This design comes from an exercise in tuning for small area on the open sky130 flow, not from production work. Where RTL was checked, it was by simulation tests only, not by an equivalence proof against the original. No driver is modelled on the clock port, so clocking that relies on it looks cheaper here than on a real chip.

==> flow/design.v (excerpt) <==
module matmul_top #(
  parameter int DATA_W = 32,
  parameter int ADDR_W = 12
) (
  input  logic              clk,
  input  logic              reset_n,
  input  logic              dut_valid,
  output logic              dut_ready,
  output logic [ADDR_W-1:0] input_read_address,
  input  logic [DATA_W-1:0] input_read_data,
  output logic [ADDR_W-1:0] weight_read_address,
  input  logic [DATA_W-1:0] weight_read_data,
  output logic              result_write_enable,
  output logic [ADDR_W-1:0] result_write_address,
  output logic [DATA_W-1:0] result_write_data
);
  localparam logic [1:0] S_IDLE = 2'd0, S_DIMS = 2'd1, S_RUN = 2'd2, S_FIN = 2'd3;
  logic [1:0]        state;
  logic [1:0]        ph;         
  logic              kend_q;     
  logic              wr_arm;     
  logic [ADDR_W-1:0] a_addr;
  logic [ADDR_W-1:0] b_addr;
  logic [ADDR_W-1:0] k_cnt;      
  logic [ADDR_W-1:0] nm1;        
  logic [ADDR_W-1:0] np;         
  logic [ADDR_W-1:0] m_rem;      
  logic [ADDR_W-1:0] c_addr;
  logic              k_end, j_end, i_end, adv, restart, start, step, dims0;
  logic [ADDR_W-1:0] k_dec;
  logic [7:0]        y;
  logic              yb;
  logic [3:0]        dead;
  logic [DATA_W-1:0] base;
  logic              clr;        
  logic [2:0]        cq;         
  logic [2:0]        ci;
  logic [2:0]        co;
  logic [DATA_W-1:0] acc;        
  logic [DATA_W-1:0] sum;
  assign dut_ready            = (state == S_IDLE);
  assign input_read_address   = a_addr;
  assign weight_read_address  = b_addr;
  assign result_write_address = c_addr;
  assign result_write_data    = acc;
  assign result_write_enable  = state[1] && wr_arm && kend_q && (ph == 2'd0);
  assign y    = weight_read_data[8*ph +: 8];
  ...
Size in the first run: roughly 1000 cells after synthesis, about 140 I/O pins, ~11000 µm² of cells after synthesis.
==> flow/config.mk <==
export PLATFORM = sky130hd
export DESIGN_NAME = matmul_top
export DESIGN_NICKNAME = matmul_top
export VERILOG_FILES = /design/flow/design.v
export SDC_FILE = /design/flow/constraint.sdc
export NUM_CORES = 4
export LEC_CHECK = 0
export CAP_MARGIN = 20
export CORE_MARGIN = 2
export CORE_UTILIZATION = 70
export CTS_BUF_LIST = sky130_fd_sc_hd__clkbuf_4 sky130_fd_sc_hd__clkbuf_8
export GPL_TIMING_DRIVEN = 0
export SLEW_MARGIN = 20
export SYNTH_HIERARCHICAL = 1
export SYNTH_MINIMUM_KEEP_SIZE = 0
==> flow/constraint.sdc <==
create_clock -name core_clock -period 10.0 [get_ports {clk}]
set_input_delay 2.0000 -clock core_clock [delete_from_list [all_inputs] [get_ports {clk}]]
set_output_delay 2.0000 -clock core_clock [all_outputs]
set_load 0.01 [all_outputs]
standard.sh (not shown) runs the stock make flow with config.mk's settings and CLKGATE_MAP_FILE= SYNTH_SCRIPT=/design/flow/synth_recipe.tcl, a recipe that flattens the netlist after the stock synthesis.
==> flow/flow/run.sh <==
#!/bin/bash
# The standard layout, with the port buffers made from the smallest buffer
# cell instead of the one buffer_ports picks by itself, and small clock
# buffers (fix_clk.tcl sizes up the leaves that drive many flip-flops).
set -euo pipefail
export BUFFER_PORTS_ARGS="-buffer_cell sky130_fd_sc_hd__buf_1"
export REMOVE_ABC_BUFFERS=1
export CTS_ARGS="-sink_clustering_enable -repair_clock_nets -root_buf sky130_fd_sc_hd__clkbuf_8 -buf_list sky130_fd_sc_hd__clkbuf_4 -dont_use_dummy_load"
export POST_CTS_TCL="$PWD/flow/fix_clk.tcl"
bash standard.sh > standard.log 2>&1
==> flow/flow/fix_clk.tcl <==
# After CTS: a leaf clock buffer with many flip-flops gets the next size up,
# to keep the slew at their clock pins low.
set block [ord::get_db_block]
set n_up 0
foreach inst [$block getInsts] {
  if { [[$inst getMaster] getName] ne "sky130_fd_sc_hd__clkbuf_4" } { continue }
  set net [[$inst findITerm X] getNet]
  if { $net eq "NULL" } { continue }
  set fanout [expr { [llength [$net getITerms]] - 1 }]
  if { $fanout >= 8 } {
    replace_cell [get_cells [$inst getName]] [get_lib_cells sky130_fd_sc_hd__clkbuf_8]
    incr n_up
  }
}
puts "fix_clk: $n_up leaf clock buffers sized up"
if { $n_up > 0 } {
  detailed_placement
  check_placement -verbose
  estimate_parasitics -placement
}
Change:
--- a/flow/flow/fix_clk.tcl
+++ b/flow/flow/fix_clk.tcl
@@ -9,3 +9,3 @@
   set fanout [expr { [llength [$net getITerms]] - 1 }]
-  if { $fanout >= 8 } {
+  if { $fanout >= 10 } {
     replace_cell [get_cells [$inst getName]] [get_lib_cells sky130_fd_sc_hd__clkbuf_8]
Result: First-iteration DRC count is lower by a few percent; clock skew is higher by 15 ps; core utilization is lower by 0.17 points; fmax hardly moves; count of clock-buffer cells in the layout is unchanged; hold slack is worse by 10 ps; design area stays flat; flip-flop and latch count is unchanged; setup slack is better by 21 ps; non-clock buffer count stays the same.

========
Setup of run X:
Another version of the RTL of matmul_top (not shown whole).
For scale: about 1000 cells after synthesis, roughly 140 I/O pins.
// matmul_top
module matmul_top #(
  parameter int DATA_W = 32,
  parameter int ADDR_W = 12
) (
  input  logic              clk,
  input  logic              reset_n,
  input  logic              dut_valid,
  output logic              dut_ready,
  output logic [ADDR_W-1:0] input_read_address,
  input  logic [DATA_W-1:0] input_read_data,
  output logic [ADDR_W-1:0] weight_read_address,
  input  logic [DATA_W-1:0] weight_read_data,
  output logic              result_write_enable,
  output logic [ADDR_W-1:0] result_write_address,
  output logic [DATA_W-1:0] result_write_data
);
==> flow/config.mk <==
export PLATFORM = sky130hd
export DESIGN_NAME = matmul_top
export DESIGN_NICKNAME = matmul_top
export VERILOG_FILES = /design/flow/design.v
export SDC_FILE = /design/flow/constraint.sdc
export NUM_CORES = 4
export LEC_CHECK = 0
export CAP_MARGIN = 20
export CORE_MARGIN = 2
export CORE_UTILIZATION = 70
export CTS_BUF_LIST = sky130_fd_sc_hd__clkbuf_4 sky130_fd_sc_hd__clkbuf_8
export GPL_TIMING_DRIVEN = 0
export SLEW_MARGIN = 20
export SYNTH_HIERARCHICAL = 1
export SYNTH_MINIMUM_KEEP_SIZE = 0
==> flow/constraint.sdc <==
create_clock -name core_clock -period 10.0 [get_ports {clk}]
set_input_delay 2.0000 -clock core_clock [delete_from_list [all_inputs] [get_ports {clk}]]
set_output_delay 2.0000 -clock core_clock [all_outputs]
set_load 0.01 [all_outputs]
==> flow/flow/run.sh <==
#!/bin/bash
# The standard layout, with the port buffers made from the smallest buffer
# cell instead of the one buffer_ports picks by itself.
set -euo pipefail
export BUFFER_PORTS_ARGS="-buffer_cell sky130_fd_sc_hd__buf_1"
export REMOVE_ABC_BUFFERS=1
export CTS_ARGS="-sink_clustering_enable -repair_clock_nets -buf_list sky130_fd_sc_hd__clkbuf_8 -sink_buffer_max_cap_derate 1.0 -dont_use_dummy_load"
bash standard.sh > standard.log 2>&1
Input changes introduced in run A (baseline for comparison: run X):
-- flow/flow/run.sh --
<<< run X, line 7
export CTS_ARGS="-sink_clustering_enable -repair_clock_nets -buf_list sky130_fd_sc_hd__clkbuf_8 -sink_buffer_max_cap_derate 1.0 -dont_use_dummy_load"
>>> run A, line 7
export CTS_ARGS="-sink_clustering_enable -repair_clock_nets -buf_list sky130_fd_sc_hd__clkbuf_16 -dont_use_dummy_load"
## What came out
| worst setup slack | run A vs run X | better |
Taking run X as the reference, in run A routed wire length on met2 stayed essentially flat; hold slack stayed essentially flat.
No functional check of the RTL was part of any run of this note.

========
v29:
matmul_top, a different RTL version from the one above (not shown whole).
For scale: roughly 140 I/O pins, roughly 11000 µm² of cells after synthesis.
clock: 10.0 ns
lec_check: 0
cap_margin: 20
core_margin: 2
core_utilization: 70
cts_buf_list: sky130_fd_sc_hd__clkbuf_4 sky130_fd_sc_hd__clkbuf_8
gpl_timing_driven: 0
slew_margin: 20
synth_hierarchical: 1
synth_minimum_keep_size: 0
==> flow/flow/run.sh <==
#!/bin/bash
# The standard layout, with the port buffers made from the smallest buffer
# cell instead of the one buffer_ports picks by itself.
set -euo pipefail
export BUFFER_PORTS_ARGS="-buffer_cell sky130_fd_sc_hd__buf_1"
export REMOVE_ABC_BUFFERS=1
export CTS_ARGS="-sink_clustering_enable -repair_clock_nets -buf_list sky130_fd_sc_hd__clkbuf_8 -sink_buffer_max_cap_derate 0.1"
bash standard.sh > standard.log 2>&1
Modified inputs, v45 compared to v29
--- a/flow/flow/run.sh
+++ b/flow/flow/run.sh
@@ -5,4 +5,3 @@
 export BUFFER_PORTS_ARGS="-buffer_cell sky130_fd_sc_hd__buf_1"
 export REMOVE_ABC_BUFFERS=1
-export CTS_ARGS="-sink_clustering_enable -repair_clock_nets -buf_list sky130_fd_sc_hd__clkbuf_8 -sink_buffer_max_cap_derate 0.1"
 bash standard.sh > standard.log 2>&1
### Flow results
In summary, v45 completed successfully, with a layout that passed the timing, DRC and antenna checks.
From v45 to v29, global route total overflow did not move at all.
As far as layout buffer count excluding clock buffers goes, v45 and v29 are indistinguishable; the numbers are identical.
Between v29 and v45, the insertion delay to the later sink of the worst-skew pair figures differ only marginally.
Synthesized cell count: v45 vs v29 identical
Global-route wire length before repair came out exactly the same in v45 and v29.
Summary of v45 over v29: multi-input combinational area share flat; number of global-route vias before repair flat.
Post-route core utilization: v29 vs v45 identical
## Diff of input files: v25 against v45
- swapping 70 for 80 in CORE_UTILIZATION
[summary]
Relative to v45, delay of the slowest critical-path stage has decreased by 0.19 ns in v25.
Per the comparison of v25 with v45, period utilization saw a decrease, routed via count saw an increase, global-route wire length before repair saw an increase.
v25 vs v45: final cell count down
The cell row count in v45 is 1.07 times that in v25.
On number of non-clock buffers in the layout, the higher figure sits with v25, not v45.
Between v45 and v25, the post-route cell area does not differ in any meaningful way.
Fmax, v45 and v25, higher one = v25.
Setup slack delta for v25 relative to v45: 0.057 ns higher
In the reports for v45 and v25, the larger portion of the layout cell area used by non-clock buffers belongs to v25.
The inputs of v48 differ from those of v25 as listed below.
- changing CORE_UTILIZATION from 80 to 70
--- a/flow/flow/run.sh
+++ b/flow/flow/run.sh
@@ -5,3 +5,4 @@
 export BUFFER_PORTS_ARGS="-buffer_cell sky130_fd_sc_hd__buf_1"
 export REMOVE_ABC_BUFFERS=1
+export CTS_ARGS="-sink_clustering_enable -repair_clock_nets -buf_list sky130_fd_sc_hd__clkbuf_8 -sink_clustering_size 40 -sink_clustering_max_diameter 120 -dont_use_dummy_load"
 bash standard.sh > standard.log 2>&1
Results
- v48 reached the end of the flow, and the finished layout is clean on the timing, DRC and antenna checks.
- v25: full flow OK, the timing, DRC and antenna checks passed
- [v48 vs v25] hold slack: lower in v48
- Peak clock frequency supported by timing across v25 and v48: no real change.
- The final worst-path setup slack of v48 falls short of that of v25 by 0.014 ns.
No run of this note included a check of the RTL's function; only the layout flow was run.

[re-timing with driven ports]
In the flow no input, the clock included, has a driving cell. The finished layouts below were timed again as built, in two steps. Step 1: set_driving_cell puts a clkbuf_16 on clk and a buf_2 on each other input, an assumption about the parent block. Step 2 times the ports against the registers' clock, not the clock port: input delays grow and output delays shrink by t, the midpoint of the rising clock arrivals with the driver on. Three values: no drivers, after step 1, after step 2; two values: the first two.
run	t (ns)	setup WS [ns]	slew at the worst register clock pin (ns)	worst data-port slew with drivers (ns)	pins driven straight from the clock port
the first run of note 1	0.457	0.302 / 0.320 / -0.137	0.09 / 0.09	0.04	1
the second run of note 1	0.461	0.323 / 0.341 / -0.120	0.12 / 0.12	0.04	1
run X	0.476	0.308 / 0.319 / -0.157	0.08 / 0.08	0.04	1
run A	0.457	0.327 / 0.344 / -0.113	0.06 / 0.06	0.03	1
v29	0.481	0.221 / 0.234 / -0.247	0.09 / 0.09	0.04	1
v45	0.481	0.221 / 0.234 / -0.247	0.09 / 0.09	0.04	1
v25	0.486	0.279 / 0.294 / -0.193	0.08 / 0.08	0.04	1
v48	0.467	0.265 / 0.279 / -0.188	0.08 / 0.08	0.04	1
Met with ideal ports but missed after step 2: setup timing in every run listed. For v25, which loses most, drivers alone change the setup slack by +0.015 ns; drivers and shift together by -0.472 ns.
